What follows belongs to an exercise in optimizing a design on an open flow for small area, a short achievable clock period and few clock cycles per item; a production flow would make more cautious choices.
Function was checked by simulation only, so behaviour that the tests miss may differ from the original.

## rational_fraction_alu
module rational_fraction_alu (
    input  logic        clk,
    input  logic        rst_n,
    input  logic        in_valid,
    output logic        in_stall,
    input  logic [2:0]  in_op,
    input  logic [15:0] in_num_a,
    input  logic [15:0] in_den_a,
    input  logic [15:0] in_num_b,
    input  logic [15:0] in_den_b,
    output logic        out_valid,
    input  logic        out_stall,
    output logic [32:0] out_num,
    output logic [30:0] out_den,
    output logic        out_less,
    output logic        out_equal,
    output logic        out_fault
);
clock: 10.0 ns
lec_check: 0
cap_margin: 20
core_margin: 2
core_utilization: 45
place_density: 0.65
setup_slack_margin: 5
slew_margin: 20
run.sh (not shown) runs the stock make flow with config.mk's settings and CLKGATE_MAP_FILE= SYNTH_SCRIPT=/design/flow/synth_recipe.tcl, a recipe that flattens the netlist after the stock synthesis.
Testbench counts at the start, summed over its fixed seeds: cycles 72,118, items 4,800.
Next try:
--- a/flow/config.mk
+++ b/flow/config.mk
@@ -9,4 +9,4 @@
 export CORE_MARGIN = 2
-export CORE_UTILIZATION = 45
-export PLACE_DENSITY = 0.65
+export CORE_UTILIZATION = 40
+export PLACE_DENSITY = 0.6
 export SETUP_SLACK_MARGIN = 5
The changed run passed the timing, DRC and antenna checks.
Cell count rises by 2.2%.
Non-clock buffer count falls by 4.
Sequential share of layout area stays flat.
Next try:
--- a/flow/config.mk
+++ b/flow/config.mk
@@ -10,2 +10,4 @@
 export CORE_UTILIZATION = 40
+export CTS_CLUSTER_DIAMETER = 60
+export CTS_CLUSTER_SIZE = 30
 export PLACE_DENSITY = 0.6
The changed run finished clean.
Maximum frequency grows by about 1.8%.
Worst hold slack barely changes.
Worst setup slack improves by 0.090 ns.
Area after synthesis stays the same.


## lane 1
Another version of the RTL of rational_fraction_alu (not shown whole).
For scale: ~3800 cells after synthesis, ~240 flip-flops, about 140 I/O pins.
clock: 10.0 ns
lec_check: 0
cap_margin: 20
core_margin: 2
core_utilization: 55
place_density: 0.7
setup_slack_margin: 5
slew_margin: 20
Lane 1: PASS, flow complete, no timing, DRC or antenna violations
Testbench counts of lane 1, summed over its fixed seeds: cycles 70,941, items 4,800.
> inputs changed (lane 1 -> lane 2)
# lane 1
export LEC_CHECK = 0
export CAP_MARGIN = 20
export CORE_MARGIN = 2
export CORE_UTILIZATION = 55
export PLACE_DENSITY = 0.7
export SETUP_SLACK_MARGIN = 5
export SLEW_MARGIN = 20
create_clock -name core_clock -period 10.0 [get_ports {clk}]
# lane 2
export LEC_CHECK = 0
export CAP_MARGIN = 20
export CORE_MARGIN = 2
export CORE_UTILIZATION = 40
export PLACE_DENSITY = 0.6
export SETUP_SLACK_MARGIN = 5
export SLEW_MARGIN = 20
create_clock -name core_clock -period 10.0 [get_ports {clk}]
Findings:
Per the comparison of lane 2 with lane 1, portion of the layout cell area used by non-clock buffers barely changed; fill cell total of the finished layout climbed about 46%; synthesis-to-finish area growth climbed 1.3 points. [lane 2 vs lane 1] sequential share of layout area: lower in lane 2. Lane 2 gives less minimum clock period than lane 1 did. Clock distribution area overhead in the final layout was lower in lane 1 than in lane 2. Number of placement rows up about 16% in lane 2 wrt lane 1. Compared with lane 1, lane 2 shows peak clock frequency supported by timing that has gone up by a few percent.


## oak
Another version of the RTL of rational_fraction_alu (not shown whole).
Size in the first run: about 3500 cells after synthesis, roughly 31000 µm² of cells after synthesis.
clock: 10.0 ns
lec_check: 0
cap_margin: 20
core_margin: 2
core_utilization: 50
place_density: 0.65
slew_margin: 20
standard.sh (not shown) runs the stock make flow with config.mk's settings and CLKGATE_MAP_FILE= SYNTH_SCRIPT=/design/flow/synth_recipe.tcl, a recipe that flattens the netlist after the stock synthesis.
==> flow/flow/run.sh <==
#!/bin/bash
export SETUP_SLACK_MARGIN=5.8
bash standard.sh > standard.log 2>&1
oak finished all stages; however, its layout fails the closing checks, the failures being capacitance limit, slew limit.
Testbench counts of oak, summed over its fixed seeds: cycles 70,941, items 4,800.
diff inputs: oak => birch
Settings: a change of PLACE_DENSITY from 0.65 to 0.6; an added SETUP_SLACK_MARGIN of 5; a change of CORE_UTILIZATION from 50 to 40.
==> flow/run.sh (new file) <==
#!/bin/bash
# synth_recipe.tcl (not shown) runs the flow's synth.tcl, then flattens the netlist and writes it again
# the make line also repeats each setting of config.mk as NAME=value (left out here)
make -C /OpenROAD-flow-scripts/flow DESIGN_CONFIG=/design/flow/config.mk WORK_HOME=/design/flow/orfs CLKGATE_MAP_FILE= SYNTH_SCRIPT=/design/flow/synth_recipe.tcl finish
removed: flow/flow/run.sh
removed: flow/standard.sh
Results
- birch went all the way through the flow, and no timing, DRC or antenna check failed.
- Delta (birch minus oak): first-pass detailed-route iteration total now sits lower; final period demand of the worst path rose by 28 ps; proportion of layout cells with a drive suffix above 1 lower; combined area of the multi-input logic cells went down about 6%.

==> what the ideal ports hide <==
Ports are ideal in the flow. The routed layouts listed here were re-timed in OpenROAD. Step 1 sets driving cells, clkbuf_16 on the clock port and buf_2 on the other inputs (assumed; they add their load-dependent delay and slew). Step 2 moves the port delays by t, midway between the first and last clock arrival at a register: inputs arrive t later, outputs are due t later. That takes back most of the time a late clock gives input paths. a / b / c = ideal ports / drivers / drivers and shift; a / b = the first two.
run	t (ns)	setup slack, ns	worst hold slack (ns)	worst setup path after step 2	slew at the worst register clock pin (ns)
the first run of note 1	0.673	5.009 / 4.943 / 4.749	0.626 / 0.626 / 0.626	input to register	0.07 / 0.07
the second run of note 1	0.667	5.043 / 4.974 / 4.588	0.588 / 0.587 / 0.587	input to register	0.07 / 0.07
the third run of note 1	0.677	5.132 / 5.063 / 4.511	0.589 / 0.589 / 0.589	input to register	0.08 / 0.08
lane 1	0.676	4.717 / 4.643 / 4.533	0.666 / 0.666 / 0.666	input to register	0.07 / 0.07
lane 2	0.668	4.843 / 4.780 / 4.691	0.539 / 0.539 / 0.539	input to register	0.07 / 0.07
oak	0.639	5.094 / 5.029 / 5.313	0.600 / 0.600 / 0.600	input to register	0.07 / 0.07
birch	0.655	5.065 / 5.004 / 4.640	0.598 / 0.598 / 0.598	input to register	0.07 / 0.07
For the third run of note 1, which loses most, drivers alone change the setup slack by -0.069 ns; drivers and shift together by -0.621 ns.
